Source: an optimization exercise on an open RTL-to-GDS flow (aim: small area and a short achievable clock period). Production flows keep margins and buffers that such runs may drop.
Power is estimated from default activity; no workload was simulated.

==> flow/design.v <==
package bpu_pkg;
   typedef enum logic [1:0] {
      TGT_NONE   = 2'd0,
      TGT_CALL   = 2'd1,
      TGT_RETURN = 2'd2,
      TGT_IMM    = 2'd3
   } target_type_e;
   typedef enum logic [3:0] {
      CMP_NEVER  = 4'b0000,
      CMP_LTU    = 4'b0010,
      CMP_LT     = 4'b0011,
      CMP_EQ     = 4'b0100,
      CMP_NE     = 4'b1010,
      CMP_GEU    = 4'b1100,
      CMP_GE     = 4'b1101,
      CMP_ALWAYS = 4'b1110
   } cmp_op_e;
endpackage
module branch_unit_top (
   input  logic                          clk,
   input  logic                          reset_i,
   input  logic                          issue_valid_i,
   input  logic [31:0]                   pc_i,
   input  logic [31:0]                   target_i,
   input  bpu_pkg::target_type_e         target_type_i,
   input  bpu_pkg::cmp_op_e              cmp_type_i,
   input  logic [31:0]                   r0_i,
   input  logic [31:0]                   r1_i,
   output logic                          flush_o,
   output logic [31:0]                   redirect_pc_o,
   output logic                          taken_o,
   output logic                          resolve_valid_o,
   output logic [16-1:0] miss_count_o
);
   localparam int PHT_N = 1 << 6;
   localparam int HB    = 6;
   localparam int PB    = 3;
   logic [1:0]    pht_q [PHT_N];
   logic [HB-1:0] ghr_q;
   logic [31:0]   ras_q [8];
   localparam int RD = 8;
   logic [RD-1:0] top_q;           
   logic [3:0]    sel0_b_q, sel1_b_q, sel2_b_q;
   logic [1:0]    cnt_nx;
   logic [3:0]    cmp;
   logic [1:0]    tt;
   logic          is_call, is_ret, call_v, ret_v;
   logic [HB-1:0] idx0;
   logic [31:0]   ras_top;
   logic [31:0]   a, b;
   logic          lt, eq, taken0;
   logic [3:0]    hit1_0;
   logic [3:0][1:0] raw0;
   logic [3:0]    dec0_0, dec1_0;
   logic [7:0]    tok0;
   logic          force0;
   logic [PB-1:0] rest0;
   logic [RD-1:0] rest0_oh;
   logic [31:0]   pc_p4;
   assign cmp     = cmp_type_i;
   assign tt      = target_type_i;
   assign is_call = tt == bpu_pkg::TGT_CALL;
   assign is_ret  = tt == bpu_pkg::TGT_RETURN;
   assign call_v  = issue_valid_i && is_call;
   assign ret_v   = issue_valid_i && is_ret;
   assign force0  = is_call || is_ret || cmp == bpu_pkg::CMP_ALWAYS;
   assign idx0 = pc_i[2 +: HB] ^ ghr_q;
   always_comb begin
      dec0_0 = '0;
      dec1_0 = '0;
      dec0_0[idx0[1:0]] = 1'b1;
      dec1_0[idx0[3:2]] = 1'b1;
      for (int j = 0; j < 4; j++) begin
         raw0[j]   = pht_q[{j[1:0], idx0[3:0]}];
         hit1_0[j] = |(sel0_b_q & dec0_0) && |(sel1_b_q & dec1_0) && sel2_b_q[j];
      end
   end
   always_comb begin
      ras_top = '0;
      for (int j = 0; j < RD; j++)
         ras_top = ras_top | (top_q[j] ? ras_q[j] : 32'd0);
   end
   always_comb begin
      for (int k = 0; k < 8; k++)
         tok0[k] = !is_ret || ras_top[4*k +: 4] == target_i[4*k +: 4];
   end
   assign a  = {r0_i[31] ^ cmp[0], r0_i[30:0]};
   assign b  = {r1_i[31] ^ cmp[0], r1_i[30:0]};
   assign lt = b < a;
   assign eq = b == a;
   assign taken0 = eq ? cmp[2] : (lt ? cmp[1] : cmp[3]);
   always_comb begin
      case (tt)
         bpu_pkg::TGT_CALL:   rest0_oh = {top_q[RD-2:0], top_q[RD-1]};
         bpu_pkg::TGT_RETURN: rest0_oh = {top_q[0], top_q[RD-1:1]};
         default:             rest0_oh = top_q;
      endcase
      rest0 = '0;
      for (int j = 0; j < RD; j++)
         rest0 = rest0 | (rest0_oh[j] ? j[PB-1:0] : '0);
   end
   always_comb begin
      pc_p4[1:0] = pc_i[1:0];
      for (int k = 2; k < 32; k++)
         pc_p4[k] = pc_i[k] ^ (&(pc_i | ~(((32'd1 << k) - 32'd1) & ~32'd3)));
   end
   logic          va_q;
   logic          taken_a;
   logic          force_a_q;
   logic [3:0]    hit1_a_q;
   logic [3:0][1:0] raw_a_q;
   logic [1:0]    nx1_a_q;
   logic [7:0]    tok_a_q;
   logic [31:0]   tgt_a_q, pcp4_a_q;
   logic [HB-1:0] idx_a_q;
   logic [HB-2:0] hist_a_q;
   logic [PB-1:0] rest_a_q;
   always_ff @(posedge clk) begin
      if (reset_i) va_q <= 1'b0;
      else         va_q <= issue_valid_i;
   end
   always_ff @(posedge clk) begin
      taken_a   <= taken0;
      force_a_q <= force0;
      raw_a_q   <= raw0;
      hit1_a_q  <= hit1_0;
      nx1_a_q   <= cnt_nx;
      tok_a_q   <= tok0;
      tgt_a_q   <= target_i;
      pcp4_a_q  <= pc_p4;
      idx_a_q   <= idx0;
      hist_a_q  <= ghr_q[HB-2:0];
      rest_a_q  <= rest0;
   end
   logic pred_a, miss_a;
   assign pred_a = force_a_q || raw_a_q[idx_a_q[5:4]][1];
   assign miss_a = taken_a ? !(pred_a && (&tok_a_q)) : pred_a;
   logic [HB-2:0] hist_b_q;
   logic [PB-1:0] rest_b_q;
   logic [1:0][1:0] cnt_b_q, cnt_cur, cnt_st;
   logic [1:0]    cnt_d;
   logic [3:0]    dec0_a, dec1_a, dec2_a;
   logic [1:0]    hit2;
   always_ff @(posedge clk) begin
      if (reset_i) begin
         resolve_valid_o <= 1'b0;
         flush_o         <= 1'b0;
         miss_count_o    <= '0;
      end else begin
         resolve_valid_o <= va_q;
         flush_o         <= va_q && miss_a;
         if (va_q && miss_a && !(&miss_count_o))
            miss_count_o <= miss_count_o + 1'b1;
      end
   end
   always_comb begin
      dec0_a = '0;
      dec1_a = '0;
      dec2_a = '0;
      dec0_a[idx_a_q[1:0]] = 1'b1;
      dec1_a[idx_a_q[3:2]] = 1'b1;
      dec2_a[idx_a_q[5:4]] = 1'b1;
   end
   function automatic logic [1:0] step(input logic [1:0] c, input logic up);
      step[1] = (c[1] & c[0]) | (up & (c[1] | c[0]));
      step[0] = (c[1] & !c[0]) | (up & (c[1] | !c[0]));
   endfunction
   always_comb begin
      for (int k = 0; k < 2; k++) begin
         hit2[k]    = |(sel0_b_q & dec0_a) && |(sel1_b_q & dec1_a) && sel2_b_q[{k[0], idx_a_q[4]}];
         cnt_cur[k] = hit2[k] ? cnt_nx : (hit1_a_q[{k[0], idx_a_q[4]}] ? nx1_a_q : raw_a_q[{k[0], idx_a_q[4]}]);
         cnt_st[k]  = step(cnt_cur[k], taken_a);
      end
   end
   always_ff @(posedge clk) begin
      sel0_b_q <= (va_q && !reset_i) ? dec0_a : 4'b0000;
      sel1_b_q <= dec1_a;
      sel2_b_q <= dec2_a;
   end
   always_ff @(posedge clk) begin
      taken_o       <= taken_a;
      redirect_pc_o <= taken_a ? tgt_a_q : pcp4_a_q;
      hist_b_q      <= hist_a_q;
      rest_b_q      <= rest_a_q;
      cnt_b_q       <= cnt_st;
   end
   assign cnt_nx = (sel2_b_q[3] | sel2_b_q[2]) ? cnt_b_q[1] : cnt_b_q[0];
   assign cnt_d = reset_i ? 2'b01 : cnt_nx;
   logic [3:0] wr0, wr1, wr2;
   assign wr0 = sel0_b_q | {4{reset_i}};
   assign wr1 = sel1_b_q | {4{reset_i}};
   assign wr2 = sel2_b_q | {4{reset_i}};
   always_ff @(posedge clk) begin
      for (int i = 0; i < PHT_N; i++) begin
         if (wr0[i % 4] && wr1[(i / 4) % 4] && wr2[i / 16])
            pht_q[i] <= cnt_d;
      end
   end
   always_ff @(posedge clk) begin
      if (reset_i)
         ghr_q <= '0;
      else if (resolve_valid_o)
         ghr_q <= {flush_o ? hist_b_q : ghr_q[HB-2:0], taken_o};
   end
   always_ff @(posedge clk) begin
      if (reset_i) begin
         top_q <= '0;
         top_q[RD-1] <= 1'b1;
      end else if (flush_o) begin  
         top_q <= '0;
         top_q[rest_b_q] <= 1'b1;
      end else if (call_v) begin
         top_q <= {top_q[RD-2:0], top_q[RD-1]};
      end else if (ret_v) begin
         top_q <= {top_q[0], top_q[RD-1:1]};
      end
   end
   always_ff @(posedge clk) begin
      for (int j = 0; j < RD; j++)
         if (call_v && top_q[(j + RD - 1) % RD])
            ras_q[j] <= pc_p4;
   end
endmodule
==> flow/config.mk <==
export PLATFORM = sky130hd
export DESIGN_NAME = branch_unit_top
export DESIGN_NICKNAME = branch_unit_top
export VERILOG_FILES = /design/flow/design.v
export SDC_FILE = /design/flow/constraint.sdc
export NUM_CORES = 4
export LEC_CHECK = 0
export CAP_MARGIN = 20
export CORE_MARGIN = 2
export CORE_UTILIZATION = 50
export PLACE_DENSITY = 0.7
export SETUP_SLACK_MARGIN = 2.3
export SLEW_MARGIN = 20
==> flow/constraint.sdc <==
create_clock -name core_clock -period 4.5 [get_ports {clk}]
set_input_delay 0.9000 -clock core_clock [delete_from_list [all_inputs] [get_ports {clk}]]
set_output_delay 0.9000 -clock core_clock [all_outputs]
set_load 0.01 [all_outputs]
standard.sh (not shown) runs the stock make flow with config.mk's settings and CLKGATE_MAP_FILE= SYNTH_SCRIPT=/design/flow/synth_recipe.tcl, a recipe that flattens the netlist after the stock synthesis.
==> flow/flow/run.sh <==
#!/bin/bash
set -euo pipefail
export CTS_ARGS="-sink_clustering_enable -repair_clock_nets -dont_use_dummy_load -buf_list sky130_fd_sc_hd__clkbuf_8 -sink_clustering_size 16 -sink_clustering_max_diameter 60"
export BUFFER_PORTS_ARGS="-buffer_cell sky130_fd_sc_hd__buf_1"
bash standard.sh > flow.log 2>&1
==> next run, changes <==
--- a/flow/design.v
+++ b/flow/design.v
@@ -49,13 +49,13 @@
    logic [31:0]   ras_top;
    logic [31:0]   a, b;
    logic          lt, eq, taken0;
    logic [3:0]    hit1_0;
    logic [3:0][1:0] raw0;
    logic [3:0]    dec0_0, dec1_0;
-   logic [7:0]    tok0;
+   logic [3:0]    tok0;
    logic          force0;
    logic [PB-1:0] rest0;
    logic [RD-1:0] rest0_oh;
    logic [31:0]   pc_p4;
    assign cmp     = cmp_type_i;
    assign tt      = target_type_i;
@@ -78,14 +78,14 @@
    always_comb begin
       ras_top = '0;
       for (int j = 0; j < RD; j++)
          ras_top = ras_top | (top_q[j] ? ras_q[j] : 32'd0);
    end
    always_comb begin
-      for (int k = 0; k < 8; k++)
-         tok0[k] = !is_ret || ras_top[4*k +: 4] == target_i[4*k +: 4];
+      for (int k = 0; k < 4; k++)
+         tok0[k] = !is_ret || ras_top[8*k +: 8] == target_i[8*k +: 8];
    end
    assign a  = {r0_i[31] ^ cmp[0], r0_i[30:0]};
    assign b  = {r1_i[31] ^ cmp[0], r1_i[30:0]};
    assign lt = b < a;
    assign eq = b == a;
    assign taken0 = eq ? cmp[2] : (lt ? cmp[1] : cmp[3]);
@@ -96,24 +96,20 @@
          default:             rest0_oh = top_q;
       endcase
       rest0 = '0;
       for (int j = 0; j < RD; j++)
          rest0 = rest0 | (rest0_oh[j] ? j[PB-1:0] : '0);
    end
-   always_comb begin
-      pc_p4[1:0] = pc_i[1:0];
-      for (int k = 2; k < 32; k++)
-         pc_p4[k] = pc_i[k] ^ (&(pc_i | ~(((32'd1 << k) - 32'd1) & ~32'd3)));
-   end
+   assign pc_p4 = pc_i + 32'd4;
    logic          va_q;
    logic          taken_a;
    logic          force_a_q;
    logic [3:0]    hit1_a_q;
    logic [3:0][1:0] raw_a_q;
    logic [1:0]    nx1_a_q;
-   logic [7:0]    tok_a_q;
+   logic [3:0]    tok_a_q;
    logic [31:0]   tgt_a_q, pcp4_a_q;
    logic [HB-1:0] idx_a_q;
    logic [HB-2:0] hist_a_q;
    logic [PB-1:0] rest_a_q;
    always_ff @(posedge clk) begin
       if (reset_i) va_q <= 1'b0;
Effect:
- The new run finished clean
- via count increases slightly
- total power goes up slightly
- worst setup slack gets worse by 0.016 ns
- critical path depth does not change
- utilization is lower by 0.54 points
- cell area is lower slightly
- register-to-register slack degrades by 0.02 ns
- fmax fell slightly
- combinational power is about the same
Function was not checked in any run of this note: the RTL went through the layout flow alone.

[afterwards: timing with drivers on the ports]
The flow's constraints put no driver on any port. The routed layouts listed below were extracted and timed again, unchanged, in two steps.
Step 1, drivers: a clkbuf_16 drives clk and a buf_2 each remaining input, both assumed.
Step 2 moves the port delays by t, midway between the first and last clock arrival at a register: inputs arrive t later, outputs are due t later. That takes back most of the time a late clock gives input paths.
Slacks: ideal / step 1 / step 2; pairs: ideal / step 1.
| run | t (ns) | slack for setup (ns) | worst data-port slew with drivers (ns) |
|---|---|---|---|
| the first run | 0.668 | 2.303 / 2.296 / 1.634 | 0.10 |
| the second run | 0.669 | 2.287 / 2.289 / 1.649 | 0.08 |
After both steps setup and hold are still met in every run listed. For the first run, which loses most, drivers alone change the setup slack by -0.007 ns; drivers and shift together by -0.669 ns.
